Background: an optimization exercise with open tools, aiming at small area, a short achievable clock period and few clock cycles per item. Do not read the settings as production practice.
Function was not checked in any run shown here: the RTL went through the layout flow alone.
Power is estimated from default activity; no workload was simulated.

**design/flow/config.mk**
```make
export PLATFORM = sky130hd
export DESIGN_NAME = arena_bump_allocator_core
export DESIGN_NICKNAME = arena_bump_allocator_core
export VERILOG_FILES = /design/flow/design.v
export SDC_FILE = /design/flow/constraint.sdc
export NUM_CORES = 4
export LEC_CHECK = 0
export CAP_MARGIN = 20
export CORE_MARGIN = 2
export CORE_UTILIZATION = 40
export SETUP_SLACK_MARGIN = 2.5
export SLEW_MARGIN = 20
export TNS_END_PERCENT = 100
```
**design/flow/constraint.sdc**
```tcl
create_clock -name core_clock -period 9.0 [get_ports {clk}]
set_input_delay 1.8000 -clock core_clock [delete_from_list [all_inputs] [get_ports {clk}]]
set_output_delay 1.8000 -clock core_clock [all_outputs]
set_load 0.01 [all_outputs]
```
**design/flow/design.v**
```verilog
package abump_pkg;
  localparam int ARENA_MAX_BYTES = 1048576;
  localparam int FUNC_W      = 3;
  localparam int OFF_W       = 21;
  localparam int ADDR_W      = 32;
  localparam int ALIGN_LOG_W = 4;
  localparam int ALIGN_W     = 15;
  localparam int STATUS_W    = 2;
  localparam int KIND_W      = 3;
  localparam logic [OFF_W-1:0] ARENA_MAX = OFF_W'(ARENA_MAX_BYTES);
  localparam logic [FUNC_W-1:0] FN_ALLOC     = 3'd0;
  localparam logic [FUNC_W-1:0] FN_ALLOC_NZ  = 3'd1;
  localparam logic [FUNC_W-1:0] FN_FREE      = 3'd2;
  localparam logic [FUNC_W-1:0] FN_FREE_ALL  = 3'd3;
  localparam logic [FUNC_W-1:0] FN_RESIZE    = 3'd4;
  localparam logic [FUNC_W-1:0] FN_RESIZE_NZ = 3'd5;
  localparam logic [FUNC_W-1:0] FN_SNAPSHOT  = 3'd6;
  localparam logic [FUNC_W-1:0] FN_RESTORE   = 3'd7;
  localparam logic [STATUS_W-1:0] ST_OK      = 2'd0;
  localparam logic [STATUS_W-1:0] ST_NO_MEM  = 2'd1;
  localparam logic [STATUS_W-1:0] ST_BAD_OLD = 2'd2;
  localparam logic [STATUS_W-1:0] ST_NO_FREE = 2'd3;
  localparam logic [KIND_W-1:0] K_BUMP    = 3'd0;
  localparam logic [KIND_W-1:0] K_FREE    = 3'd1;
  localparam logic [KIND_W-1:0] K_CLEAR   = 3'd2;
  localparam logic [KIND_W-1:0] K_SNAP    = 3'd3;
  localparam logic [KIND_W-1:0] K_LOAD    = 3'd4;
  localparam logic [KIND_W-1:0] K_RESIZE  = 3'd5;
  localparam logic [KIND_W-1:0] K_BAD_OLD = 3'd6;
  typedef struct packed {
    logic [KIND_W-1:0]  kind;
    logic               zeroed;
    logic [OFF_W-1:0]   size;
    logic [ALIGN_W-1:0] align_mask;
    logic [OFF_W-1:0]   old_off;
    logic [OFF_W-1:0]   old_len;
    logic               old_aligned;
    logic [OFF_W-1:0]   snap_cur;
    logic [OFF_W-1:0]   snap_prev;
  } abump_req_t;
  typedef struct packed {
    logic [STATUS_W-1:0] status;
    logic [ADDR_W-1:0]   addr;
    logic [OFF_W-1:0]    copy_len;
    logic [OFF_W-1:0]    clr_off;
    logic [OFF_W-1:0]    clr_len;
    logic [OFF_W-1:0]    cur_off;
    logic [OFF_W-1:0]    prev_off;
  } abump_rsp_t;
  typedef struct packed {
    logic empty;
    logic full;
  } abump_qstat_t;
  function automatic [OFF_W-1:0] usable_len(input [OFF_W-1:0] arena_len);
    usable_len = (arena_len < ARENA_MAX) ? arena_len : ARENA_MAX;
  endfunction
endpackage
module abump_add #(parameter int W = 8) (
  input  logic [W-1:0] a,
  input  logic [W-1:0] b,
  input  logic         ci,
  output logic [W-1:0] s,
  output logic [W:0]   cy
);
  localparam int L = $clog2(W + 1);
  logic [L:0][W:0] g;
  logic [L:0][W:0] p;
  assign g[0][0] = ci;
  assign p[0][0] = 1'b0;
  for (genvar i = 0; i < W; i++) begin : g_pg
    assign g[0][i+1] = a[i] & b[i];
    assign p[0][i+1] = a[i] ^ b[i];
  end
  for (genvar l = 0; l < L; l++) begin : g_lvl
    for (genvar i = 0; i <= W; i++) begin : g_bit
      if ((i >> l) & 1) begin : g_join
        assign g[l+1][i] = g[l][i] | (p[l][i] & g[l][((i >> l) << l) - 1]);
        assign p[l+1][i] = p[l][i] & p[l][((i >> l) << l) - 1];
      end else begin : g_pass
        assign g[l+1][i] = g[l][i];
        assign p[l+1][i] = p[l][i];
      end
    end
  end
  for (genvar i = 0; i < W; i++) begin : g_sum
    assign s[i] = p[0][i+1] ^ g[L][i];
  end
  assign cy = g[L];
endmodule
module abump_csa #(parameter int W = 8) (
  input  logic [W-1:0] a,
  input  logic [W-1:0] b,
  input  logic [W-1:0] c,
  output logic [W-1:0] s,
  output logic [W-1:0] c2
);
  assign s  = a ^ b ^ c;
  assign c2 = (a & b) | (a & c) | (b & c);
endmodule
module arena_bump_allocator_core (
  input  logic                              clk,
  input  logic                              rst_n,
  input  logic                              cfg_valid,
  output logic                              cfg_ready,
  input  logic                              cfg_index,
  input  logic [abump_pkg::ADDR_W-1:0]      cfg_data,
  input  logic                              in_valid,
  output logic                              in_ready,
  input  logic [abump_pkg::FUNC_W-1:0]      in_func,
  input  logic [abump_pkg::OFF_W-1:0]       in_request_size,
  input  logic [abump_pkg::ALIGN_LOG_W-1:0] in_align_log2,
  input  logic [abump_pkg::ADDR_W-1:0]      in_old_address,
  input  logic [abump_pkg::OFF_W-1:0]       in_old_length,
  input  logic [abump_pkg::OFF_W-1:0]       in_snap_current,
  input  logic [abump_pkg::OFF_W-1:0]       in_snap_previous,
  output logic                              out_valid,
  input  logic                              out_ready,
  output logic [abump_pkg::STATUS_W-1:0]    out_status,
  output logic [abump_pkg::ADDR_W-1:0]      out_result_address,
  output logic [abump_pkg::OFF_W-1:0]       out_copy_length,
  output logic [abump_pkg::OFF_W-1:0]       out_clear_offset,
  output logic [abump_pkg::OFF_W-1:0]       out_clear_length,
  output logic [abump_pkg::OFF_W-1:0]       out_current_offset,
  output logic [abump_pkg::OFF_W-1:0]       out_previous_offset
);
  localparam int OW = abump_pkg::OFF_W;
  localparam int AW = abump_pkg::ALIGN_W;
  localparam int DW = abump_pkg::ADDR_W;
  logic [DW-1:0] base_r;
  logic [AW-1:0] nb_r, nb_nxt;
  logic [OW-1:0] usable_r;
  logic [OW-1:0] top_r, top_nxt;
  logic [OW-1:0] last_r, last_nxt;
  logic                           valid_r;
  logic [abump_pkg::STATUS_W-1:0] status_r, status_nxt;
  logic                           blk_r, blk_nxt;    
  logic                           clr_r, clr_nxt;    
  logic                           mv_r, mv_nxt;      
  logic [OW-1:0]                  copy_r;            
  logic [OW-1:0]                  clro_r;            
  logic [OW-1:0]                  clrl_r;            
  logic          acc;
  assign cfg_ready = 1'b1;
  assign in_ready  = !valid_r || out_ready;
  assign acc       = in_valid && in_ready;
  logic          f_alloc;    
  logic          f_free;
  logic          f_clear;    
  logic          f_resize;   
  logic          f_load;     
  logic          zeroed;
  logic          no_old;
  assign f_alloc  = in_func[2:1] == 2'b00;
  assign f_free   = in_func == abump_pkg::FN_FREE;
  assign f_clear  = in_func == abump_pkg::FN_FREE_ALL;
  assign f_resize = in_func[2:1] == 2'b10;
  assign f_load   = in_func == abump_pkg::FN_RESTORE;
  assign zeroed   = (in_func == abump_pkg::FN_ALLOC) || (in_func == abump_pkg::FN_RESIZE);
  assign no_old   = (in_old_address == '0) || (in_old_length == '0);
  logic [AW-1:0] mask;
  logic [AW:0]   gt;         
  logic          bump_inc;
  logic [OW:0]   run;        
  logic [OW:0]   boff;
  for (genvar j = 0; j < AW; j++) begin : g_mask
    assign mask[j] = (j < in_align_log2);
  end
  assign nb_nxt[0] = cfg_data[0];
  for (genvar j = 1; j < AW; j++) begin : g_nb
    assign nb_nxt[j] = cfg_data[j] ^ (|cfg_data[j-1:0]);
  end
  abump_add #(AW) u_gt (.a(top_r[AW-1:0]), .b(~nb_r), .ci(1'b0), .s(), .cy(gt));
  assign bump_inc = gt[in_align_log2];
  assign run[0] = 1'b1;
  for (genvar j = 1; j <= OW; j++) begin : g_run
    logic [j-1:0] bits;
    for (genvar i = 0; i < j; i++) begin : g_bit
      assign bits[i] = top_r[i] | ((i < AW) ? mask[i] : 1'b0);
    end
    assign run[j] = &bits;
  end
  for (genvar j = 0; j < OW; j++) begin : g_boff
    if (j < AW) begin : g_lo
      assign boff[j] = mask[j] ? nb_r[j] : (top_r[j] ^ (bump_inc & run[j]));
    end else begin : g_hi
      assign boff[j] = top_r[j] ^ (bump_inc & run[j]);
    end
  end
  assign boff[OW] = bump_inc & run[OW];
  logic [OW-1:0] room;
  logic [OW:0]   room_cy;
  abump_add #(OW) u_room (.a(usable_r), .b(~in_request_size), .ci(1'b1), .s(room), .cy(room_cy));
  logic [OW-1:0] cand_b;
  logic [OW+1:0] fb_cy;
  logic          fit_b;
  abump_add #(OW) u_cand_b (.a(boff[OW-1:0]), .b(in_request_size), .ci(1'b0), .s(cand_b), .cy());
  abump_add #(OW+1) u_fit_b (.a({1'b0, room}), .b(~boff), .ci(1'b1), .s(), .cy(fb_cy));
  assign fit_b = room_cy[OW] && fb_cy[OW+1];
  logic [OW-1:0] cand_ip;
  logic [OW:0]   fi_cy;
  logic          fit_ip;
  abump_add #(OW) u_cand_ip (.a(last_r), .b(in_request_size), .ci(1'b0), .s(cand_ip), .cy());
  abump_add #(OW) u_fit_ip (.a(room), .b(~last_r), .ci(1'b1), .s(), .cy(fi_cy));
  assign fit_ip = room_cy[OW] && fi_cy[OW];
  logic [DW-1:0] blk_addr;   
  logic          below;      
  logic          in_arena;   
  logic          bad;
  logic          in_place;
  abump_add #(DW) u_blk (.a(base_r), .b({11'b0, last_r}), .ci(1'b0), .s(blk_addr), .cy());
  logic [DW:0] bl_cy;
  abump_add #(DW) u_below (.a(in_old_address), .b(~base_r), .ci(1'b1), .s(), .cy(bl_cy));
  assign below = !bl_cy[DW];
  logic [DW+1:0] in_s, in_c, in_sum;
  abump_csa #(DW+2) u_in_csa (.a({2'b0, in_old_address}), .b(~{2'b0, base_r}),
                              .c(~{13'b0, usable_r}), .s(in_s), .c2(in_c));
  abump_add #(DW+2) u_in (.a(in_s), .b({in_c[DW:0], 1'b1}), .ci(1'b1), .s(in_sum), .cy());
  assign in_arena = in_sum[DW+1];
  assign bad      = below || !in_arena;
  logic [OW-1:0] ip_x, ip_p, ip_q, ip_e;
  assign ip_x = base_r[OW-1:0] ^ last_r;
  assign ip_p = ip_x ^ {base_r[OW-2:0] & last_r, 1'b0};   
  assign ip_q = ip_x ^ {base_r[OW-2:0] | last_r, 1'b0};   
  assign ip_e[0] = in_old_address[0] ^ ip_x[0];
  for (genvar i = 1; i < OW; i++) begin : g_ip
    assign ip_e[i] = in_old_address[i] ^ (in_old_address[i-1] ? ip_p[i] : ip_q[i]);
  end
  assign in_place = (ip_e == '0) && ((in_old_address[AW-1:0] & mask) == '0);
  logic [OW-1:0] tail;
  logic [OW:0]   tl_cy;
  logic          grows;
  abump_add #(OW) u_tail (.a(in_request_size), .b(~in_old_length), .ci(1'b1), .s(tail), .cy(tl_cy));
  assign grows = tl_cy[OW] && (tail != '0);
  logic [OW-1:0] cstart;
  abump_add #(OW) u_cstart (.a(last_r), .b(in_old_length), .ci(1'b0), .s(cstart), .cy());
  logic rs_bump;    
  logic rs_bad;
  logic rs_ip;      
  logic rs_mv;      
  logic do_bump;
  logic take_b;
  logic take_ip;
  assign rs_bump = f_resize && no_old;
  assign rs_bad  = f_resize && !no_old && bad;
  assign rs_ip   = f_resize && !no_old && !bad && in_place;
  assign rs_mv   = f_resize && !no_old && !bad && !in_place;
  assign do_bump = f_alloc || rs_bump || rs_mv;
  assign take_b  = do_bump && fit_b;
  assign take_ip = rs_ip && fit_ip;
  always_comb begin
    if (take_b)       top_nxt = cand_b;
    else if (take_ip) top_nxt = cand_ip;
    else if (f_clear) top_nxt = '0;
    else if (f_load)  top_nxt = in_snap_current;
    else              top_nxt = top_r;
    if (take_b)       last_nxt = boff[OW-1:0];
    else if (f_clear) last_nxt = '0;
    else if (f_load)  last_nxt = in_snap_previous;
    else              last_nxt = last_r;
    if (f_free)                                        status_nxt = abump_pkg::ST_NO_FREE;
    else if (rs_bad)                                   status_nxt = abump_pkg::ST_BAD_OLD;
    else if ((do_bump && !fit_b) || (rs_ip && !fit_ip)) status_nxt = abump_pkg::ST_NO_MEM;
    else                                               status_nxt = abump_pkg::ST_OK;
    blk_nxt = take_b || take_ip;
    clr_nxt = zeroed && (take_b || (take_ip && grows));
    mv_nxt  = rs_mv && fit_b;
  end
  always_ff @(posedge clk) begin
    if (!rst_n) begin
      base_r   <= '0;
      nb_r     <= '0;
      usable_r <= '0;
      top_r    <= '0;
      last_r   <= '0;
      valid_r  <= 1'b0;
    end else begin
      if (cfg_valid) begin
        if (cfg_index) begin
          usable_r <= abump_pkg::usable_len(cfg_data[OW-1:0]);
        end else begin
          base_r <= cfg_data;
          nb_r   <= nb_nxt;
        end
      end
      if (acc) begin
        top_r  <= top_nxt;
        last_r <= last_nxt;
      end
      valid_r <= acc || (valid_r && !out_ready);
    end
  end
  always_ff @(posedge clk) begin
    if (acc) begin
      status_r <= status_nxt;
      blk_r    <= blk_nxt;
      clr_r    <= clr_nxt;
      mv_r     <= mv_nxt;
      copy_r   <= grows ? in_old_length : in_request_size;
      clro_r   <= rs_ip ? cstart : boff[OW-1:0];
      clrl_r   <= rs_ip ? tail : in_request_size;
    end
  end
  assign out_valid           = valid_r;
  assign out_status          = status_r;
  assign out_result_address  = blk_r ? blk_addr : '0;
  assign out_copy_length     = mv_r  ? copy_r : '0;
  assign out_clear_offset    = clr_r ? clro_r : '0;
  assign out_clear_length    = clr_r ? clrl_r : '0;
  assign out_current_offset  = top_r;
  assign out_previous_offset = last_r;
endmodule
```
**design/flow/run.sh**
```bash
#!/bin/bash
# synth_recipe.tcl (not shown) runs the flow's synth.tcl, then flattens the netlist and writes it again
# the make line also repeats each setting of config.mk as NAME=value (left out here)
make -C /OpenROAD-flow-scripts/flow DESIGN_CONFIG=/design/flow/config.mk WORK_HOME=/design/flow/orfs CLKGATE_MAP_FILE= SYNTH_SCRIPT=/design/flow/synth_recipe.tcl finish
```
==> results.py, run 1 <==
metrics = {
    "global_routing": {
        "grt_usage_pct": 28.1,
        "grt_start_max_net_pins": 67,
        "grt_pass1_vias": 17600,
        "overflow": 0,
        "antenna_found_initial": 0,
        "grt_pass1_wl_um": 105000,
    },
    "yosys": {
        "avgSynthCellArea_um2": 8.19,
        "synth_cell_types": 93,
        "synth_ff_type": "dfxtp_1",
        "ys_async_sr_fraction_pct": 0,
        "yosysWarnings": 1,
        "yosysSeqAreaShare_pct": 22.3,
        "syn_area_mm2": 0.0190,
        "synth_edf_count": 68,
        "ys_ff_latch": 178,
        "syn_nets": 2800,
        "syn_inst": 2319,
    },
    "sta": {
        "worst_pin_slew_ns": 1.13,
        "final_max_slew_viol_count": 0,
        "layout_min_cycle_time_ns": 6.35,
        "maxSlewHeadroom_pct": 24.9,
        "hold_violations": 0,
        "setup_tns_ns": 0,
        "finalSetupViolCount": 0,
        "fin_ws_ns": 2.65,
        "fmax_ghz": 0.157,
        "finalClockSkew_ns": 0.0159,
        "grt_setup_unrepaired": "false",
        "fin_crit_sh_pct": 70.6,
        "holdWs_ns": 0.453,
    },
    "clock_network": {
        "path_clk_slew_ns": 0.08,
        "cts_sinks": 178,
        "cts_tree": "built",
        "cts_hold_buffers": 0,
        "clk_path_buf_depth": 2,
        "root_buffer": "clkbuf_16",
        "cts_made_buffers": 17,
        "clk_latency_ns": 0.51,
        "cts-htree-levels": 4,
    },
    "setup_path": {
        "reg2regPathDepth": 25,
        "required_ns": 9.44,
        "crit_chain": "clkdlybuf4s50_1 > buf_6 > nor3_4 > nand2_1 > a21boi_4 > a22oi_4 > a2111o_1 > nor2_4 > and3_1 > nand2_1 > xor2_2 > ha_4 > nand4_1 > nor2_2 > nand2_1 > nor2_2 > o211ai_1 > o311ai_4 > o21ai_4 > buf_6 > a31oi_4 > clkbuf_16 > o21ai_0 > a31oi_1",
        "critPathMaxFanout": 11,
        "cp-endpoint": "top_r[10]",
        "path_class": "primary input to flip-flop",
        "path_depth": 24,
        "end_kind": "flip-flop",
        "startpoint": "in_align_log2[3]",
        "start_kind": "primary input",
        "worstReg2RegEnd": "top_r[10]",
        "crit_top_cell": "nand2_1",
        "path_delay_family": "compound AO/OA/AOI/OAI gates",
        "reg2reg_slack_ns": 3.13,
        "cp_slowest_cell": "clkdlybuf4s50_1",
        "path_buf_inv": 4,
        "timing.rr.start": "nb_r[6]",
        "max_stage_delay_ns": 0.53,
        "cp.arrival_ns": 6.79,
    },
    "placed_design": {
        "place_inst": 3161,
        "dp_hpwl_um": 56400,
        "place_area_mm2": 0.0226,
        "io_buffers": 301,
        "place_congestion": 0.983,
        "pre_cts_ws_ns": 0.713,
    },
    "final_layout": {
        "syn_to_final_growth_pct": 26.5,
        "final-instance-count-excl-fill": 3237,
        "layout_common_cells": "clkdlybuf4s50_1, ha_1, nand2_1",
        "final_common_cell": "clkdlybuf4s50_1",
        "fillCellCount": 4483,
        "postLayoutCoreUtil_pct": 51.4,
        "fin_nets": 3098,
        "diodes": 0,
        "finalInstanceArea_mm2": 0.0240,
        "post_route_cells_drive_above_1_share_pct": 8.17,
    },
    "route": {
        "drtIter0Drc": 1261,
        "wl_um": 69900,
        "drc": 0,
        "vias": 18200,
        "drtPass1Iterations": 5,
        "post_drt_wl_per_cell_um": 21.6,
        "postRouteAntennaNets": 0,
        "via_per_inst": 5.61,
    },
    "power": {
        "pwr_density_cell_mw_per_mm2": 115,
        "leakagePower_nw": 10.1,
        "p_total_mw": 2.75,
        "peakVddDrop_uv": 123,
    },
    "min_path": {
        "worstHoldPathType": "flip-flop to flip-flop",
    },
    "run_status": {
        "status": "timing/DRC/antenna clean",
    },
    "floorplanning": {
        "pin_count": 303,
        "die_w_um": 222,
        "rows": 79,
        "fp.dieArea_mm2": 0.0493,
        "core-area_mm2": 0.0468,
        "start_util_pct": 40.6,
        "die_y_um": 222,
    },
    "run": {
        "maxCapViolCount": 0,
    },
}
==> cells by family after synthesis <==
family	synth area share [%]
compound gates	19.5
xor+xnor	6.73
fa+ha+maj	23.4
buf+inv	6.60
flops	22.3
mux	1.96
other cells	0.0197
simple gates	19.4
==> report_power, final <==
| group | total [mW] | internal [mW] | switching [mW] |
|---|---|---|---|
| logic | 1.03 | 0.459 | 0.568 |
| registers | 0.941 | 0.887 | 0.0538 |
| clock network | 0.785 | 0.410 | 0.375 |
| total | 2.75 | 1.76 | 0.997 |
==> repair_timing <==
action	in CTS	in global routing
setup endpoints to repair	81	65
gates cloned	3	3
gates resized for setup	79	82
pin swaps	11	21
buffers inserted	16	19
==> routing by layer <==
metal / vias up / track usage, % / routed length (um)
li1: 8736 / - / -
met1: 8674 / 38.1 / 31800
met2: 650 / 45.5 / 31800
met3: 97 / 4.92 / 4280
met4: 0 / 8.33 / 2050
met5: - / 0 / 0
==> layout make-up <==
class	count	area, um^2	area share (%)
clock inverters	15	156	0.651
well taps	607	759	3.16
flip-flops and latches	178	4250	17.7
inverters	224	855	3.56
clock buffers	17	425	1.77
repair buffers	368	3700	15.4
multi-input cells	1828	13900	57.7
==> Yosys cell counts (15+ instances only) <==
cell type / number / area (um^2)
and3_1: 15 / 93.8
a21o_1: 63 / 473
o21ai_0: 113 / 566
edfxtp_1: 68 / 2040
inv_1: 223 / 837
xnor2_1: 95 / 832
fa_1: 53 / 1060
ha_1: 267 / 3340
dfxtp_1: 110 / 2200
nand2b_1: 19 / 119
and2_1: 98 / 613
a31oi_1: 32 / 200
buf_2: 15 / 75.1
xor2_1: 51 / 447
nand3_1: 44 / 220
or3_1: 20 / 125
a21oi_1: 179 / 896
a211oi_1: 27 / 203
nor4_1: 25 / 156
nor3_1: 36 / 180
nor3b_1: 20 / 150
mux2i_1: 27 / 270
nor2_1: 150 / 563
clkbuf_1: 54 / 203
nand2_1: 231 / 867
o21a_1: 22 / 165
o211ai_1: 17 / 128
nand4_1: 25 / 156
nor2b_1: 28 / 175
==> worst min-delay path by stage <==
stage                        from      end  slack (ns)  cells after the start
after detailed placement  nb_r[9]  nb_r[9]        0.44                      2
final                     nb_r[9]  nb_r[9]        0.45                      2
after global routing      nb_r[9]  nb_r[9]        0.47                      2
after global placement    nb_r[9]  nb_r[9]        0.44                      2
after floorplan           nb_r[9]  nb_r[9]        0.43                      2
after CTS                 nb_r[9]  nb_r[9]        0.45                      2
==> flip-flops by register name, summed over array words and instances (netlist names) <==
signal,cells
base_r,31
clrl_r,21
clro_r,21
copy_r,21
last_r,21
top_r,21
usable_r,21
nb_r,15
status_r,2
blk_r,1
clr_r,1
mv_r,1
valid_r,1
==> worst min-delay path: cells and delay by family (launching register included) <==
kind / cells / cell delay (ns)
AOI/OAI and AO/OA: 1 / 0.05
and+or+nand+nor: 1 / 0.05
DFF: 1 / 0.31
==> run 2: changes to the inputs <==
--- a/design/flow/config.mk
+++ b/design/flow/config.mk
@@ -10,4 +10,2 @@
 export CORE_UTILIZATION = 40
-export SETUP_SLACK_MARGIN = 2.5
 export SLEW_MARGIN = 20
-export TNS_END_PERCENT = 100
==> results.py, run 2 <==
metrics = {
    "yosys": {
        "synth_mux_area_share_pct": 1.96,
        "yosysTopAreaCell": "ha_1",
        "synth-simple-area-share_pct": 19.4,
        "ys_ff_latch": 178,
        "synth_most_common_cell": "ha_1",
        "synth_edf_count": 68,
        "synth_cell_types": 93,
        "synth_ff_type": "dfxtp_1",
        "synth_xor_area_share_pct": 6.73,
        "synth_top_family_by_area": "adder cells",
        "ys_async_sr_fraction_pct": 0,
        "yosys-top-cells-area": "ha_1, dfxtp_1, edfxtp_1",
        "synthAdderAreaFrac_pct": 23.4,
        "yosysSeqAreaShare_pct": 22.3,
        "syn_nets": 2800,
        "synthTopCellsByCount": "ha_1, nand2_1, inv_1, a21oi_1, nor2_1",
        "yosysWarnings": 1,
        "synth_compound_area_share_pct": 19.5,
        "avgSynthCellArea_um2": 8.19,
        "yosysTopAreaCellShare_pct": 17.6,
        "syn_area_mm2": 0.0190,
        "syn_inst": 2319,
    },
    "route": {
        "drc": 0,
        "drtPass1Iterations": 5,
        "vias": 17800,
        "via_per_inst": 5.57,
        "postRouteAntennaNets": 0,
        "post_drt_wl_per_cell_um": 21.3,
        "drtIter0Drc": 1221,
        "wl_um": 67900,
    },
    "sta": {
        "final_max_slew_viol_count": 0,
        "fin_crit_sh_pct": 87.3,
        "maxSlewHeadroom_pct": 25.7,
        "fin_ws_ns": 1.15,
        "finalClockSkew_ns": 0.0160,
        "layout_min_cycle_time_ns": 7.85,
        "hold_violations": 0,
        "grt_setup_unrepaired": "false",
        "finalSetupViolCount": 0,
        "fmax_ghz": 0.127,
        "setup_tns_ns": 0,
        "worst_pin_slew_ns": 1.11,
    },
    "setup_path": {
        "cp.arrival_ns": 8.29,
        "required_ns": 9.43,
        "critPathMaxFanout": 22,
        "path_class": "primary input to flip-flop",
        "start_kind": "primary input",
        "end_kind": "flip-flop",
    },
    "clock_network": {
        "path_clk_slew_ns": 0.07,
        "cts_tree": "built",
        "clk_latency_ns": 0.51,
        "postCtsSetupBuffers": 0,
        "cts_sinks": 178,
        "clk_path_buf_depth": 2,
        "ctsResizeCount": 0,
        "root_buffer": "clkbuf_16",
        "cts_hold_buffers": 0,
        "cts-htree-levels": 4,
        "cts_made_buffers": 17,
    },
    "final_layout": {
        "layout_common_cells": "clkdlybuf4s50_1, ha_1, nand2_1",
        "syn_to_final_growth_pct": 22.1,
        "fillCellCount": 4538,
        "seq_area_mm2": 0.00424,
        "regMostFlops": "base_r",
        "multi_input_area_mm2": 0.0135,
        "diodes": 0,
        "fin_nets": 3056,
        "final_common_cell": "clkdlybuf4s50_1",
        "largest_reg_flops": 31,
        "post_route_cells_drive_above_1_share_pct": 3.90,
    },
    "global_routing": {
        "grt_start_max_net_pins": 67,
        "grt_usage_pct": 27.6,
        "grt_pass1_vias": 17400,
        "antenna_found_initial": 0,
        "grt_pass1_wl_um": 104000,
        "overflow": 0,
    },
    "power": {
        "pwr_density_cell_mw_per_mm2": 117,
        "leakagePower_nw": 9.71,
        "p_total_mw": 2.71,
        "peakVddDrop_uv": 122,
    },
    "floorplanning": {
        "core-area_mm2": 0.0468,
        "rows": 79,
        "start_util_pct": 40.6,
        "die_y_um": 222,
        "pin_count": 303,
        "fp.dieArea_mm2": 0.0493,
        "die_w_um": 222,
    },
    "min_path": {
        "worstHoldPathType": "flip-flop to flip-flop",
    },
    "placed_design": {
        "place_congestion": 0.983,
        "pre_cts_ws_ns": 0.713,
        "dp_hpwl_um": 56400,
        "io_buffers": 301,
    },
    "run_status": {
        "status": "timing/DRC/antenna clean",
    },
    "run": {
        "maxCapViolCount": 0,
    },
}
==> run 2: layout make-up <==
cell class | instances | share of cell area, %
Clock inverter | 15 | 0.674
Clock buffer | 17 | 1.83
Inverter | 224 | 3.62
Timing Repair Buffer | 326 | 14.0
Multi-Input combinational cell | 1828 | 58.3
Tap cell | 607 | 3.27
Sequential cell | 178 | 18.3
==> run 2: layer usage <==
| layer | part of all wire, % | global-route usage, % | vias up |
|---|---|---|---|
| met5 | 0 | 0 | - |
| met4 | 2.6 | 8.46 | 0 |
| met3 | 5.8 | 4.80 | 75 |
| met2 | 45 | 44.3 | 571 |
| met1 | 47 | 38.0 | 8491 |
| li1 | - | - | 8652 |
==> run 2: final timing paths <==
check                    from        end  slack [ns]  cells after the start
max          in_align_log2[0]  top_r[10]        1.15                     22
min                   nb_r[9]    nb_r[9]        0.45                      2
max reg2reg           nb_r[5]  top_r[10]        2.61                     23
min reg2reg           nb_r[9]    nb_r[9]        0.45                      2
==> run 2: cells by family after synthesis <==
| group | count (synthesis) |
|---|---|
| simple gates | 745 |
| flops | 178 |
| compound gates | 576 |
| xor+xnor | 146 |
| other cells | 1 |
| fa+ha+maj | 324 |
| buf+inv | 313 |
| mux | 36 |
==> run 2: through the flow <==
step	hold WS [ns]	instances	instance area, um^2	utilization [%]
after floorplan	0.432	2319	19000	-
after global placement	0.443	3161	22600	48.3
after detailed placement	0.444	3161	22600	48.3
after CTS	0.453	3193	23200	49.5
after global routing	0.468	3195	23200	49.6
final	0.453	3195	23200	49.6
==> run 2: report_power, final <==
group          switching [mW]  internal, mW  total (mW)
Combinational           0.547         0.436       0.984
Clock                   0.373         0.410       0.783
Sequential             0.0532         0.887       0.940
==> run 2: worst max-delay path, cell delays in order <==
cell and delay [ns]:
clkdlybuf4s50_1 1.00, and2_1 0.40, o2bb2ai_2 0.13, a311oi_1 0.07, a211oi_2 0.43, a22oi_4 0.17, a21o_1 0.26, nor3_1 0.46
nand3_1 0.16, xor2_1 0.30, ha_1 0.31, a21o_1 0.18, a21oi_1 0.15, nor2b_1 0.06, o21ai_0 0.15, nand2b_1 0.08
a221oi_1 0.39, o311ai_4 0.20, o21ai_4 0.50, and3_1 0.67, a22oi_1 0.19, a31oi_1 0.19
==> run 3: changes to the inputs <==
--- a/design/flow/config.mk
+++ b/design/flow/config.mk
@@ -10,2 +10,4 @@
 export CORE_UTILIZATION = 40
+export SETUP_SLACK_MARGIN = 3.5
 export SLEW_MARGIN = 20
+export TNS_END_PERCENT = 100
==> results.py, run 3 <==
metrics = {
    "yosys": {
        "syn_area_mm2": 0.0190,
        "syn_inst": 2319,
        "yosysSeqAreaShare_pct": 22.3,
        "yosys-top-cells-area": "ha_1, dfxtp_1, edfxtp_1",
        "yosysWarnings": 1,
        "synth_ff_type": "dfxtp_1",
        "yosysTopAreaCellShare_pct": 17.6,
        "ys_async_sr_fraction_pct": 0,
        "syn_nets": 2800,
        "yosysTopAreaCell": "ha_1",
        "synthTopCellsByCount": "ha_1, nand2_1, inv_1, a21oi_1, nor2_1",
        "synth_most_common_cell": "ha_1",
        "ys_ff_latch": 178,
        "avgSynthCellArea_um2": 8.19,
        "synth_edf_count": 68,
        "synth_cell_types": 93,
    },
    "setup_path": {
        "required_ns": 9.38,
        "path_class": "primary input to flip-flop",
        "end_kind": "flip-flop",
        "timing.rr.start": "nb_r[6]",
        "critPathMaxFanout": 9,
        "reg2regPathDepth": 26,
        "start_kind": "primary input",
        "worstReg2RegEnd": "top_r[1]",
        "cp.arrival_ns": 6.47,
        "reg2reg_slack_ns": 3.24,
    },
    "clock_network": {
        "clk_latency_ns": 0.51,
        "cts-htree-levels": 4,
        "cts_made_buffers": 17,
        "cts_sinks": 178,
        "root_buffer": "clkbuf_16",
        "cts_tree": "built",
        "clk_path_buf_depth": 2,
        "path_clk_slew_ns": 0.08,
    },
    "sta": {
        "worst_pin_slew_ns": 1.10,
        "maxSlewHeadroom_pct": 25.6,
        "fin_crit_sh_pct": 67.7,
        "finalClockSkew_ns": 0.0226,
        "hold_violations": 0,
        "layout_min_cycle_time_ns": 6.09,
        "setup_tns_ns": 0,
        "fmax_ghz": 0.164,
        "final_max_slew_viol_count": 0,
        "grt_setup_unrepaired": "true",
        "finalSetupViolCount": 0,
        "fin_ws_ns": 2.91,
    },
    "final_layout": {
        "regMostFlops": "base_r",
        "final_common_cell": "ha_1",
        "fin_nets": 3162,
        "post_route_cells_drive_above_1_share_pct": 16.7,
        "largest_reg_flops": 31,
        "layout_common_cells": "ha_1, clkdlybuf4s50_1, nand2_1",
        "fillCellCount": 4298,
        "diodes": 0,
        "syn_to_final_growth_pct": 35.2,
        "postLayoutCoreUtil_pct": 54.9,
    },
    "floorplanning": {
        "die_w_um": 222,
        "die_y_um": 222,
        "start_util_pct": 40.6,
        "fp.dieArea_mm2": 0.0493,
        "core-area_mm2": 0.0468,
        "pin_count": 303,
        "rows": 79,
    },
    "route": {
        "vias": 18800,
        "drtPass1Iterations": 7,
        "drtIter0Drc": 1318,
        "wl_um": 75700,
        "postRouteAntennaNets": 0,
        "via_per_inst": 5.69,
        "post_drt_wl_per_cell_um": 22.9,
        "drc": 0,
    },
    "global_routing": {
        "grt_usage_pct": 30.0,
        "grt_start_max_net_pins": 72,
        "grt_pass1_vias": 18400,
        "antenna_found_initial": 0,
        "overflow": 0,
        "grt_pass1_wl_um": 111000,
    },
    "power": {
        "sequentialPowerShare_pct": 33.2,
        "p_switching_mw": 1.05,
        "pwr-share-comb_pct": 39.9,
        "peakVddDrop_uv": 127,
        "intPower_mw": 1.80,
        "clkPwrFrac_pct": 26.9,
        "pwr_density_cell_mw_per_mm2": 111,
        "swShare_pct": 36.8,
        "leakagePower_nw": 10.8,
    },
    "min_path": {
        "worstHoldPathType": "flip-flop to flip-flop",
        "min_from": "nb_r[9]",
        "min_to": "nb_r[9]",
        "whs_path_depth": 2,
    },
    "placed_design": {
        "pre_cts_ws_ns": 0.837,
        "io_buffers": 301,
        "dp_hpwl_um": 58100,
        "place_congestion": 0.978,
    },
    "run": {
        "maxCapViolCount": 0,
    },
    "run_status": {
        "status": "timing/DRC/antenna clean",
    },
}
==> run 3: cell types whose count changed in the layout (fill, tap and decap cells not counted), sizes merged, moves of 2 or more <==
cell	delta
clkinvlp	+2
bufinv	-2
dlygate4sd2	+11
clkdlybuf4s15	+4
clkinv	-6
dlymetal6s2s	+7
a21oi	+3
buf	+123
clkdlybuf4s50	-56
o21ai	+2
clkbuf	+18
==> run 3: metal layers <==
metal  share of wire (%)  GRT usage [%]  wire (um)
met1                  45           39.4      33800
met2                  46           49.5      34600
met5                   0              0          0
met4                 4.2           12.1       3200
met3                 5.4           4.28       4110
==> run 3: worst max path at each step <==
stage                             startpoint        end  slack [ns]  depth (start not counted)
final                     in_request_size[7]   top_r[1]        2.91                         26
after detailed placement    in_align_log2[1]  top_r[13]        0.84                         22
after global placement      in_align_log2[1]  top_r[13]        1.02                         22
after CTS                   in_align_log2[0]  last_r[7]        3.04                         26
after global routing        in_align_log2[0]  top_r[18]        2.76                         27
after floorplan             in_align_log2[0]  top_r[16]        3.02                         25
==> run 3: layout make-up <==
class	instances	area (um^2)	share of cell area, %
tap	607	759	2.96
clock inverter	8	50.0	0.195
timing repair buffer	427	4390	17.1
clock buffer	24	514	2.00
inverter	224	867	3.38
multi-input combinational	1833	14800	57.8
sequential	178	4260	16.6
==> run 3: worst max-delay path, stage by stage <==
cell           delay (ns)
dlygate4sd2_1        0.24
buf_6                0.13
inv_8                0.05
ha_4                 0.19
a21o_1               0.15
a21o_1               0.18
a41o_4               0.27
or3_4                0.36
a31oi_4              0.22
inv_2                0.08
a21oi_4              0.17
xnor2_2              0.17
ha_1                 0.29
a21o_1               0.17
a21oi_2              0.19
o21ai_2              0.10
a221oi_2             0.34
o311ai_4             0.17
o21ai_4              0.26
buf_12               0.15
buf_6                0.10
a31oi_4              0.11
buf_6                0.18
buf_12               0.14
o211ai_1             0.14
a21oi_1              0.10
==> run 3: repair_timing <==
| item | in CTS | in global routing |
|---|---|---|
| hold endpoints to repair | 0 | 0 |
| setup buffers | 69 | 25 |
| endpoints found under the setup margin | 104 | 90 |
| hold buffers | 0 | 0 |
| pin swaps | 86 | 77 |
| gates resized for setup | 372 | 125 |
| gates cloned | 11 | 4 |
==> run 3: power groups by stage <==
stage | combinational, mW | sequential, mW | clock, mW
global route | 1.23 | 0.948 | 0.800
CTS | 1.09 | 0.941 | 0.781
global placement | 0.982 | 0.958 | 0
finish | 1.13 | 0.944 | 0.765
detailed placement | 0.994 | 0.958 | 0
floorplan | 0.621 | 0.938 | 0
==> run 3: kinds of logic (layout without fill, tap and decap cells) <==
| kind of cell | after synthesis | count (layout) | share of synthesized area, % |
|---|---|---|---|
| adders and majority gates | 324 | 324 | 23.4 |
| and+or+nand+nor | 745 | 745 | 19.4 |
| other | 1 | 1 | 0.0197 |
| xor gates and xnor gates | 146 | 146 | 6.73 |
| DFF | 178 | 178 | 22.3 |
| AOI/OAI and AO/OA | 576 | 581 | 19.5 |
| muxes | 36 | 36 | 1.96 |
| buffers and inverters | 313 | 683 | 6.60 |
==> run 3: per-stage QoR <==
stage	std cells	area, um^2	power (mW)	hold slack, ns
after CTS	3271	24900	2.81	0.457
after global placement	3159	22700	1.94	0.445
final	3301	25700	2.84	0.457
after detailed placement	3159	22700	1.95	0.448
after floorplan	2319	19200	1.56	0.432
after global routing	3301	25700	2.98	0.472
==> run 4: changes to the inputs <==
--- a/design/flow/config.mk
+++ b/design/flow/config.mk
@@ -9,4 +9,4 @@
 export CORE_MARGIN = 2
-export CORE_UTILIZATION = 40
-export SETUP_SLACK_MARGIN = 3.5
+export CORE_UTILIZATION = 60
+export SETUP_SLACK_MARGIN = 2.5
 export SLEW_MARGIN = 20
==> results.py, run 4 <==
metrics = {
    "run_status": {
        "status": "timing/DRC/antenna clean",
    },
    "yosys": {
        "synthAdderAreaFrac_pct": 23.4,
        "synth_top_family_by_area": "adder cells",
        "synth-simple-area-share_pct": 19.4,
        "ys_ff_latch": 178,
        "avgSynthCellArea_um2": 8.19,
        "yosys-top-cells-area": "ha_1, dfxtp_1, edfxtp_1",
        "synth_xor_area_share_pct": 6.73,
        "syn_area_mm2": 0.0190,
        "synth_cell_types": 93,
        "yosysWarnings": 1,
        "yosysTopAreaCell": "ha_1",
        "yosysTopAreaCellShare_pct": 17.6,
        "synth_compound_area_share_pct": 19.5,
        "ys_async_sr_fraction_pct": 0,
        "synth_mux_area_share_pct": 1.96,
        "syn_nets": 2800,
        "synth_most_common_cell": "ha_1",
        "synthTopCellsByCount": "ha_1, nand2_1, inv_1, a21oi_1, nor2_1",
        "synth_ff_type": "dfxtp_1",
        "yosysSeqAreaShare_pct": 22.3,
        "syn_inst": 2319,
        "synth_edf_count": 68,
    },
    "global_routing": {
        "grt_pass1_vias": 18600,
        "grt_usage_pct": 39.8,
        "overflow": 0,
        "grt_start_max_net_pins": 95,
        "antenna_found_initial": 0,
        "grt_pass1_wl_um": 102000,
    },
    "final_layout": {
        "final_common_cell": "clkdlybuf4s50_1",
        "diodes": 0,
        "regMostFlops": "base_r",
        "largest_reg_flops": 31,
        "post_route_cells_drive_above_1_share_pct": 8.16,
        "fin_nets": 3090,
        "finalInstanceArea_mm2": 0.0237,
        "layout_common_cells": "clkdlybuf4s50_1, ha_1, nand2_1",
        "final-instance-count-excl-fill": 3024,
        "syn_to_final_growth_pct": 24.9,
    },
    "clock_network": {
        "cts_sinks": 178,
        "clk_latency_ns": 0.47,
        "cts-htree-levels": 4,
        "cts_tree": "built",
        "cts_made_buffers": 17,
        "root_buffer": "clkbuf_16",
        "path_clk_slew_ns": 0.08,
        "clk_path_buf_depth": 2,
    },
    "setup_path": {
        "path_class": "primary input to flip-flop",
        "cp.arrival_ns": 6.64,
        "start_kind": "primary input",
        "crit_chain": "buf_4 > nor2b_2 > o21ai_0 > a311oi_1 > a211oi_2 > a22oi_4 > a2111o_1 > nor2_4 > and3_1 > nand2_1 > xor2_4 > ha_4 > nand4_1 > nor2_2 > nand2_1 > nor2_2 > o211ai_1 > o311ai_4 > buf_4 > o211ai_1 > nor4_1",
        "path_delay_family": "compound AO/OA/AOI/OAI gates",
        "required_ns": 9.17,
        "startpoint": "in_align_log2[0]",
        "path_buf_inv": 2,
        "reg2regPathDepth": 23,
        "end_kind": "flip-flop",
        "max_stage_delay_ns": 0.62,
        "reg2reg_slack_ns": 3.01,
        "critPathMaxFanout": 15,
        "worstReg2RegEnd": "mv_r",
        "timing.rr.start": "nb_r[5]",
        "cp_slowest_cell": "nor4_1",
    },
    "sta": {
        "hold_violations": 0,
        "worst_pin_slew_ns": 1.13,
        "maxSlewHeadroom_pct": 24.7,
        "grt_setup_unrepaired": "true",
        "layout_min_cycle_time_ns": 6.47,
        "setup_tns_ns": 0,
        "fmax_ghz": 0.155,
        "finalSetupViolCount": 0,
        "finalClockSkew_ns": 0.0121,
        "holdWs_ns": 0.475,
        "fin_crit_sh_pct": 71.9,
        "final_max_slew_viol_count": 0,
    },
    "floorplanning": {
        "die_w_um": 182,
        "core-area_mm2": 0.0314,
        "fp.dieArea_mm2": 0.0331,
        "start_util_pct": 60.5,
        "die_y_um": 182,
        "pin_count": 303,
        "rows": 65,
    },
    "min_path": {
        "whs_path_depth": 2,
        "min_to": "nb_r[9]",
        "worstHoldPathType": "flip-flop to flip-flop",
        "min_from": "nb_r[9]",
    },
    "route": {
        "drc": 0,
        "wl_um": 67200,
        "post_drt_wl_per_cell_um": 22.2,
        "drtIter0Drc": 1997,
        "via_per_inst": 6.33,
        "postRouteAntennaNets": 0,
        "vias": 19200,
        "drtPass1Iterations": 6,
    },
    "power": {
        "pwr_density_cell_mw_per_mm2": 117,
        "p_total_mw": 2.79,
        "peakVddDrop_uv": 133,
        "leakagePower_nw": 10.0,
    },
    "placed_design": {
        "io_buffers": 301,
        "place_inst": 2954,
        "dp_hpwl_um": 51600,
        "place_area_mm2": 0.0223,
        "place_congestion": 0.976,
    },
    "run": {
        "maxCapViolCount": 0,
    },
}
## run 4: cell counts after synthesis
Identical to the previous run, type by type.
## run 4: through the flow
step,worst slack (ns),utilization [%]
after floorplan,2.50,-
after global placement,0.781,71.0
after detailed placement,0.607,71.0
after CTS,2.50,74.3
after global routing,2.40,75.6
final,2.53,75.6
## run 4: cell type report
class / instances / area (um^2)
Multi-Input combinational cell: 1830 / 14000
Inverter: 224 / 852
Clock inverter: 13 / 156
Sequential cell: 178 / 4250
Tap cell: 402 / 503
Clock buffer: 19 / 433
Fill cell: 2231 / 7670
Timing Repair inverter: 1 / 7.51
Timing Repair Buffer: 357 / 3560
## run 4: how the worst max path moves through the flow
stage	cells past startpoint	to
finish	21	mv_r
global route	28	top_r[16]
CTS	25	top_r[15]
detailed placement	23	top_r[13]
global placement	22	top_r[13]
floorplan	26	top_r[7]
## run 4: where the power goes
group          total (mW)  switching (mW)  leakage, nW  internal, mW
Sequential          0.946          0.0584         1.57         0.887
Combinational        1.04           0.579         8.19         0.462
Clock               0.799           0.363        0.278         0.437
Total                2.79            1.00         10.0          1.79
## run 4: layer usage
layer | routed length [um] | part of all wire [%] | GRT usage, % | vias up
met1 | 26100 | 39 | 50.5 | 9011
met3 | 6930 | 10 | 7.60 | 215
met2 | 31000 | 46 | 65.3 | 1202
met5 | 0 | 0 | 0 | -
li1 | - | - | - | 8725
met4 | 3150 | 4.7 | 19.1 | 0
## run 4: cell families after synthesis
kind of cell    count (synthesis)
other cells                     1
simple gates                  745
fa+ha+maj                     324
buf+inv                       313
xor+xnor                      146
compound gates                576
mux                            36
flops                         178
## run 4: worst register-to-register path, stage by stage (launching register included)
cell,delay [ns]
dfxtp_1,0.48
inv_1,0.09
ha_1,0.33
nand2_1,0.06
o21ai_0,0.31
o21ai_1,0.16
o221ai_1,0.24
o211ai_2,0.15
buf_4,0.20
a2111o_1,0.51
nor2_4,0.20
and3_1,0.25
nand2_1,0.16
xor2_4,0.23
ha_4,0.31
nand4_1,0.09
nor2_2,0.14
nand2_1,0.11
nor2_2,0.15
o211ai_1,0.21
o311ai_4,0.34
buf_4,0.17
o211ai_1,0.15
nor4_1,0.63
## run 4: what timing repair did
item	CTS	global route
cloned	5	1
setup buffers	18	14
pin swaps	14	26
endpoints found under the setup margin	84	69
gates resized for setup	95	66
hold buffers	0	0
==> run 5: changes to the inputs <==
==> design/flow/flow/run.sh (new file) <==
#!/bin/bash
# Standard layout, with the port buffers made as buf_2 cells instead of the
# delay-cell buffers buffer_ports picks by default.
cp standard.sh standard_sh.txt
export BUFFER_PORTS_ARGS="-buffer_cell sky130_fd_sc_hd__buf_2"
bash standard.sh > standard.log 2>&1
==> design/flow/standard.sh (new file) <==
#!/bin/bash
# synth_recipe.tcl (not shown) runs the flow's synth.tcl, then flattens the netlist and writes it again
# the make line also repeats each setting of config.mk as NAME=value (left out here)
make -C /OpenROAD-flow-scripts/flow DESIGN_CONFIG=/design/flow/config.mk WORK_HOME=/design/flow/orfs CLKGATE_MAP_FILE= SYNTH_SCRIPT=/design/flow/synth_recipe.tcl "${@:-finish}"
--- a/design/flow/config.mk
+++ b/design/flow/config.mk
@@ -9,3 +9,3 @@
 export CORE_MARGIN = 2
-export CORE_UTILIZATION = 60
+export CORE_UTILIZATION = 40
 export SETUP_SLACK_MARGIN = 2.5
removed: design/flow/run.sh
==> results.py, run 5 <==
metrics = {
    "global_routing": {
        "grt_usage_pct": 27.9,
        "overflow": 0,
        "grt_pass1_wl_um": 104000,
        "grt_start_max_net_pins": 66,
        "grt_pass1_vias": 17600,
        "antenna_found_initial": 1,
    },
    "yosys": {
        "synthTopCellsByCount": "ha_1, nand2_1, inv_1, a21oi_1, nor2_1",
        "syn_area_mm2": 0.0190,
        "synth_most_common_cell": "ha_1",
        "synth_ff_type": "dfxtp_1",
        "synth_xor_area_share_pct": 6.73,
        "synth-simple-area-share_pct": 19.4,
        "syn_nets": 2800,
        "yosysWarnings": 1,
        "synth_cell_types": 93,
        "yosysTopAreaCellShare_pct": 17.6,
        "yosysSeqAreaShare_pct": 22.3,
        "yosysTopAreaCell": "ha_1",
        "yosys-top-cells-area": "ha_1, dfxtp_1, edfxtp_1",
        "synthAdderAreaFrac_pct": 23.4,
        "ys_ff_latch": 178,
        "syn_inst": 2319,
        "synth_compound_area_share_pct": 19.5,
        "synth_top_family_by_area": "adder cells",
        "avgSynthCellArea_um2": 8.19,
        "synth_edf_count": 68,
        "synth_mux_area_share_pct": 1.96,
        "ys_async_sr_fraction_pct": 0,
    },
    "power": {
        "leakagePower_nw": 10.2,
        "peakVddDrop_uv": 113,
        "sequentialPowerShare_pct": 34.3,
        "swShare_pct": 37.1,
        "p_switching_mw": 1.02,
        "pwr-share-comb_pct": 35.2,
        "intPower_mw": 1.73,
        "clkPwrFrac_pct": 30.5,
        "p_total_mw": 2.75,
        "pwr_density_cell_mw_per_mm2": 122,
    },
    "clock_network": {
        "clk_latency_ns": 0.51,
        "cts_made_buffers": 17,
        "cts-htree-levels": 4,
        "path_clk_slew_ns": 0.08,
        "cts_tree": "built",
        "clk_path_buf_depth": 2,
        "cts_hold_buffers": 0,
        "root_buffer": "clkbuf_16",
        "cts_sinks": 178,
    },
    "sta": {
        "hold_violations": 0,
        "fmax_ghz": 0.158,
        "layout_min_cycle_time_ns": 6.34,
        "setup_tns_ns": 0,
        "worst_pin_slew_ns": 0.843,
        "final_max_slew_viol_count": 0,
        "maxSlewHeadroom_pct": 42.3,
        "fin_crit_sh_pct": 70.5,
        "finalClockSkew_ns": 0.0194,
        "holdWs_ns": 0.458,
        "fin_ws_ns": 2.66,
        "finalSetupViolCount": 0,
        "grt_setup_unrepaired": "true",
    },
    "run_status": {
        "status": "timing/DRC/antenna clean",
    },
    "route": {
        "post_drt_wl_per_cell_um": 21.6,
        "postRouteAntennaNets": 0,
        "vias": 18200,
        "drtIter0Drc": 1583,
        "drc": 0,
        "drtPass1Iterations": 6,
        "via_per_inst": 5.64,
        "wl_um": 69800,
    },
    "run": {
        "maxCapViolCount": 0,
    },
    "setup_path": {
        "required_ns": 7.20,
        "path_class": "flip-flop to output port",
        "start_kind": "flip-flop",
        "cp.arrival_ns": 4.54,
        "critPathMaxFanout": 6,
        "startpoint": "last_r[1]",
        "end_kind": "output port",
        "timing.rr.start": "nb_r[6]",
    },
    "floorplanning": {
        "rows": 79,
        "start_util_pct": 40.6,
        "fp.dieArea_mm2": 0.0493,
        "core-area_mm2": 0.0468,
        "die_y_um": 222,
        "pin_count": 303,
        "die_w_um": 222,
    },
    "placed_design": {
        "pre_cts_ws_ns": 0.890,
        "place_inst": 3153,
        "place_congestion": 0.970,
        "dp_hpwl_um": 55700,
        "io_buffers": 301,
    },
    "final_layout": {
        "diodes": 0,
        "layout_common_cells": "buf_2, ha_1, nand2_1",
        "regMostFlops": "base_r",
        "largest_reg_flops": 31,
        "post_route_cells_drive_above_1_share_pct": 18.7,
        "fin_nets": 3091,
        "syn_to_final_growth_pct": 18.5,
        "final-instance-count-excl-fill": 3230,
        "final_common_cell": "buf_2",
    },
    "min_path": {
        "worstHoldPathType": "flip-flop to flip-flop",
        "min_from": "nb_r[9]",
    },
}
-- run 5: cell count changes in the layout (fill, tap and decap cells not counted), moves of 5 or more --
cell | before | now
a21oi_2 | 12 | 7
buf_2 | 1 | 296
clkdlybuf4s50_1 | 280 | 0
dlygate4sd2_1 | 9 | 0
dlymetal6s2s_1 | 6 | 0
nor3_1 | 30 | 35
nor3_2 | 6 | 1
o21ai_0 | 109 | 104
-- run 5: critical path, stage by stage, from the launching register on --
cell	delay [ns]
dfxtp_4	0.40
ha_1	0.22
fa_1	0.37
a31o_2	0.26
a31o_2	0.28
a31o_2	0.26
a31o_2	0.28
a31o_2	0.29
a31oi_2	0.28
o21ai_2	0.13
a31o_2	0.27
and3_1	0.27
and3_1	0.24
nand4_1	0.11
xnor2_1	0.12
and2_1	0.14
buf_2	0.13
-- run 5: final cells by class --
cell class | count | area, um^2
repair buffers | 356 | 2090
well taps | 607 | 759
clock inverters | 15 | 194
clock buffers | 17 | 425
fillers | 4624 | 24200
multi-input cells | 1833 | 13900
inverters | 224 | 848
flip-flops and latches | 178 | 4250
-- run 5: worst paths after layout --
| kind | end | slack, ns | depth (start not counted) |
|---|---|---|---|
| setup / recovery | out_result_address[31] | 2.66 | 16 |
| setup reg to reg | top_r[10] | 3.04 | 28 |
| hold reg to reg | nb_r[9] | 0.46 | 2 |
| hold / removal | nb_r[9] | 0.46 | 2 |
-- run 5: cell families after synthesis --
group                    after synthesis
flip-flops                           178
XOR/XNOR                             146
AO/OA/AOI/OAI                        576
AND/OR/NAND/NOR                      745
multiplexers                          36
buffers and inverters                313
adder cells (fa/ha/maj)              324
other                                  1
-- run 5: metrics by stage --
| step | util, % | area, um^2 |
|---|---|---|
| floorplan | - | 19000 |
| global placement | 44.9 | 21000 |
| detailed placement | 44.9 | 21000 |
| CTS | 47.1 | 22000 |
| global route | 48.2 | 22500 |
| finish | 48.2 | 22500 |
-- run 5: timing repair --
item / 4_1_cts / 5_1_grt
gates cloned: 5 / 3
resized for setup: 44 / 58
endpoints found under the setup margin: 74 / 71
pin swaps: 10 / 18
buffers inserted: 24 / 11
-- run 5: power by group through the flow --
stage | combinational (mW) | clock, mW | sequential (mW)
global placement | 0.885 | 0 | 0.961
detailed placement | 0.898 | 0 | 0.962
floorplan | 0.607 | 0 | 0.938
finish | 0.968 | 0.839 | 0.942
CTS | 0.931 | 0.849 | 0.944
global route | 1.07 | 0.876 | 0.948
-- run 5: layer usage --
metal | track usage, % | up-vias | routed length, um
li1 | - | 8747 | -
met5 | 0 | - | 0
met3 | 4.66 | 131 | 4350
met1 | 37.6 | 8664 | 31500
met2 | 44.4 | 661 | 31200
met4 | 11.1 | 0 | 2750
==> run 6: changes to the inputs <==
--- a/design/flow/config.mk
+++ b/design/flow/config.mk
@@ -10,3 +10,3 @@
 export CORE_UTILIZATION = 40
-export SETUP_SLACK_MARGIN = 2.5
+export SETUP_SLACK_MARGIN = 3.5
 export SLEW_MARGIN = 20
==> results.py, run 6 <==
metrics = {
    "run_status": {
        "status": "timing/DRC/antenna clean",
    },
    "final_layout": {
        "fin_nets": 3183,
        "post_route_cells_drive_above_1_share_pct": 28.0,
        "layout_common_cells": "buf_2, ha_1, nand2_1",
        "postLayoutCoreUtil_pct": 52.8,
        "syn_to_final_growth_pct": 30.1,
        "final_common_cell": "buf_2",
        "regMostFlops": "base_r",
        "largest_reg_flops": 31,
    },
    "setup_path": {
        "startpoint": "in_request_size[1]",
        "path_class": "primary input to flip-flop",
        "path_delay_family": "compound AO/OA/AOI/OAI gates",
        "critPathMaxFanout": 7,
        "required_ns": 9.40,
        "crit_top_cell": "buf_12",
        "timing.rr.start": "nb_r[6]",
        "start_kind": "primary input",
        "cp_slowest_cell": "or3_4",
        "end_kind": "flip-flop",
        "path_buf_inv": 7,
        "cp.arrival_ns": 6.43,
        "worstReg2RegEnd": "top_r[12]",
        "reg2reg_slack_ns": 3.31,
        "max_stage_delay_ns": 0.35,
        "reg2regPathDepth": 29,
    },
    "clock_network": {
        "cts_made_buffers": 17,
        "clk_path_buf_depth": 2,
        "cts_sinks": 178,
        "path_clk_slew_ns": 0.08,
        "root_buffer": "clkbuf_16",
        "clk_latency_ns": 0.51,
        "cts-htree-levels": 4,
        "cts_tree": "built",
    },
    "route": {
        "drtPass1Iterations": 5,
        "post_drt_wl_per_cell_um": 22.4,
        "drc": 0,
        "drtIter0Drc": 1656,
        "vias": 19000,
        "postRouteAntennaNets": 0,
        "via_per_inst": 5.71,
        "wl_um": 74600,
    },
    "power": {
        "p_switching_mw": 1.09,
        "pwr_density_cell_mw_per_mm2": 114,
        "sequentialPowerShare_pct": 33.6,
        "leakagePower_nw": 11.1,
        "clkPwrFrac_pct": 27.4,
        "intPower_mw": 1.72,
        "peakVddDrop_uv": 133,
        "swShare_pct": 38.7,
        "pwr-share-comb_pct": 39.0,
    },
    "yosys": {
        "syn_area_mm2": 0.0190,
        "ys_async_sr_fraction_pct": 0,
        "yosysTopAreaCellShare_pct": 17.6,
        "synth_edf_count": 68,
        "ys_ff_latch": 178,
        "syn_inst": 2319,
        "yosysSeqAreaShare_pct": 22.3,
        "synth_cell_types": 93,
        "yosysTopAreaCell": "ha_1",
        "avgSynthCellArea_um2": 8.19,
        "yosys-top-cells-area": "ha_1, dfxtp_1, edfxtp_1",
        "synth_ff_type": "dfxtp_1",
        "synthTopCellsByCount": "ha_1, nand2_1, inv_1, a21oi_1, nor2_1",
        "yosysWarnings": 1,
        "synth_most_common_cell": "ha_1",
        "syn_nets": 2800,
    },
    "global_routing": {
        "grtUsageMet2_pct": 49.6,
        "grt_usage_pct": 30.0,
        "grt-busiest-layer": "met2",
        "antenna_found_initial": 5,
        "grt_pass1_wl_um": 113000,
        "grt_pass1_vias": 19000,
        "grt_start_max_net_pins": 95,
        "overflow": 0,
        "met3_usage_pct": 5.65,
        "grt_use_met1_pct": 38.1,
    },
    "min_path": {
        "whs_path_depth": 2,
        "min_to": "nb_r[9]",
        "min_from": "nb_r[9]",
        "worstHoldPathType": "flip-flop to flip-flop",
    },
    "floorplanning": {
        "fp.dieArea_mm2": 0.0493,
        "pin_count": 303,
        "rows": 79,
        "start_util_pct": 40.6,
        "die_w_um": 222,
        "core-area_mm2": 0.0468,
        "die_y_um": 222,
    },
    "run": {
        "maxCapViolCount": 0,
    },
    "sta": {
        "grt_setup_unrepaired": "true",
        "fin_crit_sh_pct": 67.1,
        "worst_pin_slew_ns": 1.21,
        "finalSetupViolCount": 0,
        "fmax_ghz": 0.166,
        "finalClockSkew_ns": 0.0156,
        "hold_violations": 0,
        "setup_tns_ns": 0,
        "layout_min_cycle_time_ns": 6.04,
        "final_max_slew_viol_count": 0,
        "maxSlewHeadroom_pct": 18.4,
    },
    "placed_design": {
        "place_congestion": 0.985,
        "dp_hpwl_um": 56200,
        "io_buffers": 301,
    },
}
==> run 6: cell counts after synthesis <==
No cell type changed its count.
==> run 6: area by class of cell <==
| cell class | count | area (um^2) |
|---|---|---|
| Multi-Input combinational cell | 1833 | 15000 |
| Tap cell | 607 | 759 |
| Clock buffer | 17 | 425 |
| Fill cell | 4395 | 22000 |
| Timing Repair Buffer | 447 | 3230 |
| Inverter | 224 | 863 |
| Clock inverter | 15 | 139 |
| Antenna cell | 1 | 2.50 |
| Sequential cell | 178 | 4260 |
| Timing Repair inverter | 1 | 7.51 |
==> run 6: cell families after synthesis <==
family | after synthesis | synth area share [%]
flops | 178 | 22.3
other cells | 1 | 0.0197
compound gates | 576 | 19.5
mux | 36 | 1.96
buf+inv | 313 | 6.60
fa+ha+maj | 324 | 23.4
simple gates | 745 | 19.4
xor+xnor | 146 | 6.73
==> run 6: through the flow <==
stage	cells	hold WS (ns)	total power [mW]	area [um^2]	setup WS, ns
after detailed placement	3153	0.459	1.87	21200	1.24
after global placement	3153	0.443	1.86	21200	1.48
after CTS	3293	0.469	2.75	23900	3.10
final	3323	0.469	2.81	24700	2.96
after floorplan	2319	0.432	1.56	19200	3.02
after global routing	3322	0.491	2.95	24700	2.82
==> run 6: what timing repair did <==
| item | 4_1_cts | 5_1_grt |
|---|---|---|
| pin swaps | 115 | 96 |
| buffers inserted | 93 | 26 |
| hold buffers | 0 | 0 |
| cloned | 15 | 1 |
| gates resized for setup | 247 | 115 |
| endpoints found under the setup margin | 86 | 83 |
==> run 6: how the worst max path moves through the flow <==
stage | endpoint | slack [ns] | cells after the start
floorplan | top_r[16] | 3.02 | 25
global placement | last_r[4] | 1.48 | 22
detailed placement | last_r[4] | 1.24 | 22
CTS | top_r[12] | 3.10 | 27
global route | last_r[9] | 2.82 | 28
finish | top_r[12] | 2.96 | 27
==> run 6: worst reg2reg max path: cells and delay by family (launching register included) <==
kind	cells	cell delay, ns
compound gates	13	2.48
fa+ha+maj	3	1.11
buf+inv	7	0.90
simple gates	5	0.58
flops	1	0.47
xor+xnor	1	0.07
==> run 6: power by group through the flow <==
stage | clock network (mW) | registers (mW) | logic (mW)
2_1_floorplan | 0 | 0.938 | 0.621
3_3_place_gp | 0 | 0.958 | 0.902
3_5_place_dp | 0 | 0.959 | 0.916
4_1_cts | 0.784 | 0.941 | 1.02
5_1_grt | 0.808 | 0.948 | 1.19
6_report | 0.770 | 0.943 | 1.09
==> run 6: metal layers <==
layer | vias to the layer above | share of wire, %
met4 | 8 | 4.1
met3 | 172 | 6.8
li1 | 8931 | -
met2 | 772 | 47
met1 | 9090 | 42
met5 | - | 0.070
==> run 7: changes to the inputs <==
--- a/design/flow/config.mk
+++ b/design/flow/config.mk
@@ -10,3 +10,3 @@
 export CORE_UTILIZATION = 40
-export SETUP_SLACK_MARGIN = 3.5
+export SETUP_SLACK_MARGIN = 3.0
 export SLEW_MARGIN = 20
==> results.py, run 7 <==
metrics = {
    "run_status": {
        "status": "timing/DRC/antenna clean",
    },
    "power": {
        "leakagePower_nw": 10.7,
        "peakVddDrop_uv": 124,
        "swShare_pct": 37.5,
        "p_switching_mw": 1.05,
        "intPower_mw": 1.74,
        "sequentialPowerShare_pct": 33.9,
        "clkPwrFrac_pct": 28.9,
        "pwr-share-comb_pct": 37.2,
        "pwr_density_cell_mw_per_mm2": 117,
    },
    "yosys": {
        "synth_ff_type": "dfxtp_1",
        "yosysTopAreaCell": "ha_1",
        "ys_ff_latch": 178,
        "synth_most_common_cell": "ha_1",
        "synthTopCellsByCount": "ha_1, nand2_1, inv_1, a21oi_1, nor2_1",
        "yosysWarnings": 1,
        "syn_nets": 2800,
        "ys_async_sr_fraction_pct": 0,
        "syn_area_mm2": 0.0190,
        "yosysTopAreaCellShare_pct": 17.6,
        "synth_cell_types": 93,
        "synth_edf_count": 68,
        "avgSynthCellArea_um2": 8.19,
        "yosysSeqAreaShare_pct": 22.3,
        "syn_inst": 2319,
        "yosys-top-cells-area": "ha_1, dfxtp_1, edfxtp_1",
    },
    "sta": {
        "finalClockSkew_ns": 0.0179,
        "layout_min_cycle_time_ns": 6.00,
        "fmax_ghz": 0.167,
        "holdWs_ns": 0.460,
        "fin_crit_sh_pct": 66.7,
        "worst_pin_slew_ns": 1.05,
        "finalSetupViolCount": 0,
        "grt_setup_unrepaired": "true",
        "maxSlewHeadroom_pct": 30.1,
        "hold_violations": 0,
        "final_max_slew_viol_count": 0,
        "setup_tns_ns": 0,
    },
    "setup_path": {
        "required_ns": 9.44,
        "crit_top_cell": "buf_12",
        "reg2regPathDepth": 26,
        "max_stage_delay_ns": 0.44,
        "start_kind": "primary input",
        "timing.rr.start": "nb_r[6]",
        "startpoint": "in_request_size[1]",
        "cp_slowest_cell": "a2111oi_4",
        "worstReg2RegEnd": "top_r[3]",
        "critPathMaxFanout": 5,
        "reg2reg_slack_ns": 3.32,
        "path_buf_inv": 7,
        "end_kind": "flip-flop",
        "cp.arrival_ns": 6.44,
        "path_class": "primary input to flip-flop",
        "path_delay_family": "compound AO/OA/AOI/OAI gates",
    },
    "clock_network": {
        "cts_sinks": 178,
        "cts-htree-levels": 4,
        "clk_path_buf_depth": 2,
        "clk_latency_ns": 0.51,
        "root_buffer": "clkbuf_16",
        "path_clk_slew_ns": 0.08,
        "cts_tree": "built",
        "cts_made_buffers": 17,
    },
    "final_layout": {
        "fin_nets": 3144,
        "post_route_cells_drive_above_1_share_pct": 24.1,
        "diodes": 0,
        "postLayoutCoreUtil_pct": 50.9,
        "final_common_cell": "buf_2",
        "largest_reg_flops": 31,
        "regMostFlops": "base_r",
        "layout_common_cells": "buf_2, ha_1, nand2_1",
        "syn_to_final_growth_pct": 25.4,
    },
    "route": {
        "drtIter0Drc": 1580,
        "wl_um": 72400,
        "via_per_inst": 5.67,
        "postRouteAntennaNets": 0,
        "post_drt_wl_per_cell_um": 22.1,
        "drtPass1Iterations": 5,
        "drc": 0,
        "vias": 18600,
    },
    "global_routing": {
        "grt_pass1_vias": 17900,
        "antenna_found_initial": 1,
        "grt_start_max_net_pins": 95,
        "grt_pass1_wl_um": 106000,
        "overflow": 0,
        "grt_usage_pct": 28.3,
    },
    "floorplanning": {
        "core-area_mm2": 0.0468,
        "fp.dieArea_mm2": 0.0493,
        "die_w_um": 222,
        "start_util_pct": 40.6,
        "rows": 79,
        "pin_count": 303,
        "die_y_um": 222,
    },
    "placed_design": {
        "dp_hpwl_um": 56500,
        "io_buffers": 301,
        "place_congestion": 0.927,
    },
    "min_path": {
        "min_from": "nb_r[8]",
        "worstHoldPathType": "flip-flop to flip-flop",
        "whs_path_depth": 2,
        "min_to": "nb_r[8]",
    },
    "run": {
        "maxCapViolCount": 0,
    },
}
run 7: cell count changes in the layout (fill, tap and decap cells not counted), sizes merged, moves of 2 or more:
cell and change:
clkbuf +8, clkinv -2, buf -44, bufinv +2
inv -2
run 7: worst max-delay path by stage:
stage / slack [ns] / end / cells after the start
after CTS: 3.00 / last_r[0] / 23
after detailed placement: 1.32 / last_r[4] / 23
after global routing: 2.83 / top_r[3] / 28
after floorplan: 3.01 / top_r[7] / 26
final: 3.00 / top_r[3] / 28
after global placement: 1.55 / last_r[4] / 23
run 7: layout make-up:
cell class | count | area (um^2)
clock buffers | 18 | 429
clock inverters | 14 | 165
fillers | 4502 | 22900
inverters | 224 | 866
multi-input cells | 1832 | 14600
flip-flops and latches | 178 | 4260
well taps | 607 | 759
repair buffers | 409 | 2780
repair inverters | 1 | 7.51
run 7: timing repair:
item / 4_1_cts / 5_1_grt
endpoints found under the hold margin: 0 / 0
pin swaps: 24 / 80
buffers inserted: 28 / 51
resized for setup: 79 / 171
endpoints found under the setup margin: 85 / 71
gates cloned: 7 / 8
hold buffers: 0 / 0
run 7: per-stage QoR:
step	total power, mW	area, um^2	instances	setup WS, ns
6_report	2.79	23800	3283	3.00
5_1_grt	2.93	23800	3283	2.83
4_1_cts	2.72	22500	3222	3.00
3_5_place_dp	1.87	21100	3155	1.32
3_3_place_gp	1.86	21100	3155	1.55
2_1_floorplan	1.55	19100	2319	3.01
run 7: power groups by stage:
stage                     clock network [mW]  registers, mW  logic, mW
after global routing                   0.840          0.950       1.14
after global placement                     0          0.959      0.900
after floorplan                            0          0.938      0.617
final                                  0.806          0.945       1.04
after CTS                              0.814          0.942      0.959
after detailed placement                   0          0.960      0.915
run 7: per-layer routing:
layer	wire length, um	track usage (%)	up-vias
li1	-	-	8855
met1	32200	37.7	8935
met2	33300	46.2	695
met3	4360	4.65	128
met4	2470	10.3	2
met5	11	0	-
run 7: kinds of logic (layout without fill, tap and decap cells):
group                      Yosys count  in the layout  share of synthesized area, %
and+or+nand+nor                    745            746                          19.4
AOI/OAI and AO/OA                  576            579                          19.5
adders and majority gates          324            324                          23.4
buffers and inverters              313            666                          6.60
DFF                                178            178                          22.3
xor gates and xnor gates           146            146                          6.73
muxes                               36             36                          1.96
other                                1              1                        0.0197
run 7: worst reg2reg max path, cell delays in order (launching register included):
cell and delay, ns:
dfxtp_1 0.49, inv_1 0.09, ha_1 0.44, nand2_1 0.08, o21ai_0 0.36, o21ai_1 0.15, o221ai_1 0.31, o211ai_4 0.19
a21o_1 0.28, nor3_4 0.30, nand3_2 0.14, xor2_2 0.21, ha_1 0.31, a21o_1 0.20, a21oi_2 0.13, nor2b_1 0.05
o21ai_1 0.11, nand2b_1 0.11, a221oi_4 0.32, o311ai_4 0.18, o21ai_4 0.27, buf_12 0.17, a31oi_4 0.11, buf_12 0.18
clkbuf_16 0.17, o211ai_1 0.11, a21oi_1 0.10

-- port drivers added, routing unchanged --
In the flow no input, the clock included, has a driving cell. The finished layouts below were timed again as built, in two steps. Step 1: set_driving_cell puts a clkbuf_16 on clk and a buf_2 on each other input, an assumption about the parent block. Step 2 times the ports against the registers' clock, not the clock port: input delays grow and output delays shrink by t, the midpoint of the rising clock arrivals with the driver on. Slacks: ideal ports / drivers / drivers and shift; pairs: ideal ports / drivers.
run	shift t [ns]	slack for setup (ns)
run 1	0.562	2.649 / 2.633 / 2.117
run 2	0.557	1.147 / 1.164 / 0.607
run 3	0.560	2.909 / 2.944 / 2.383
run 4	0.516	2.529 / 2.559 / 2.043
run 5	0.561	2.658 / 2.601 / 2.118
run 6	0.567	2.964 / 2.919 / 2.353
run 7	0.565	2.999 / 2.993 / 2.429
After both steps setup and hold are still met in every run listed.
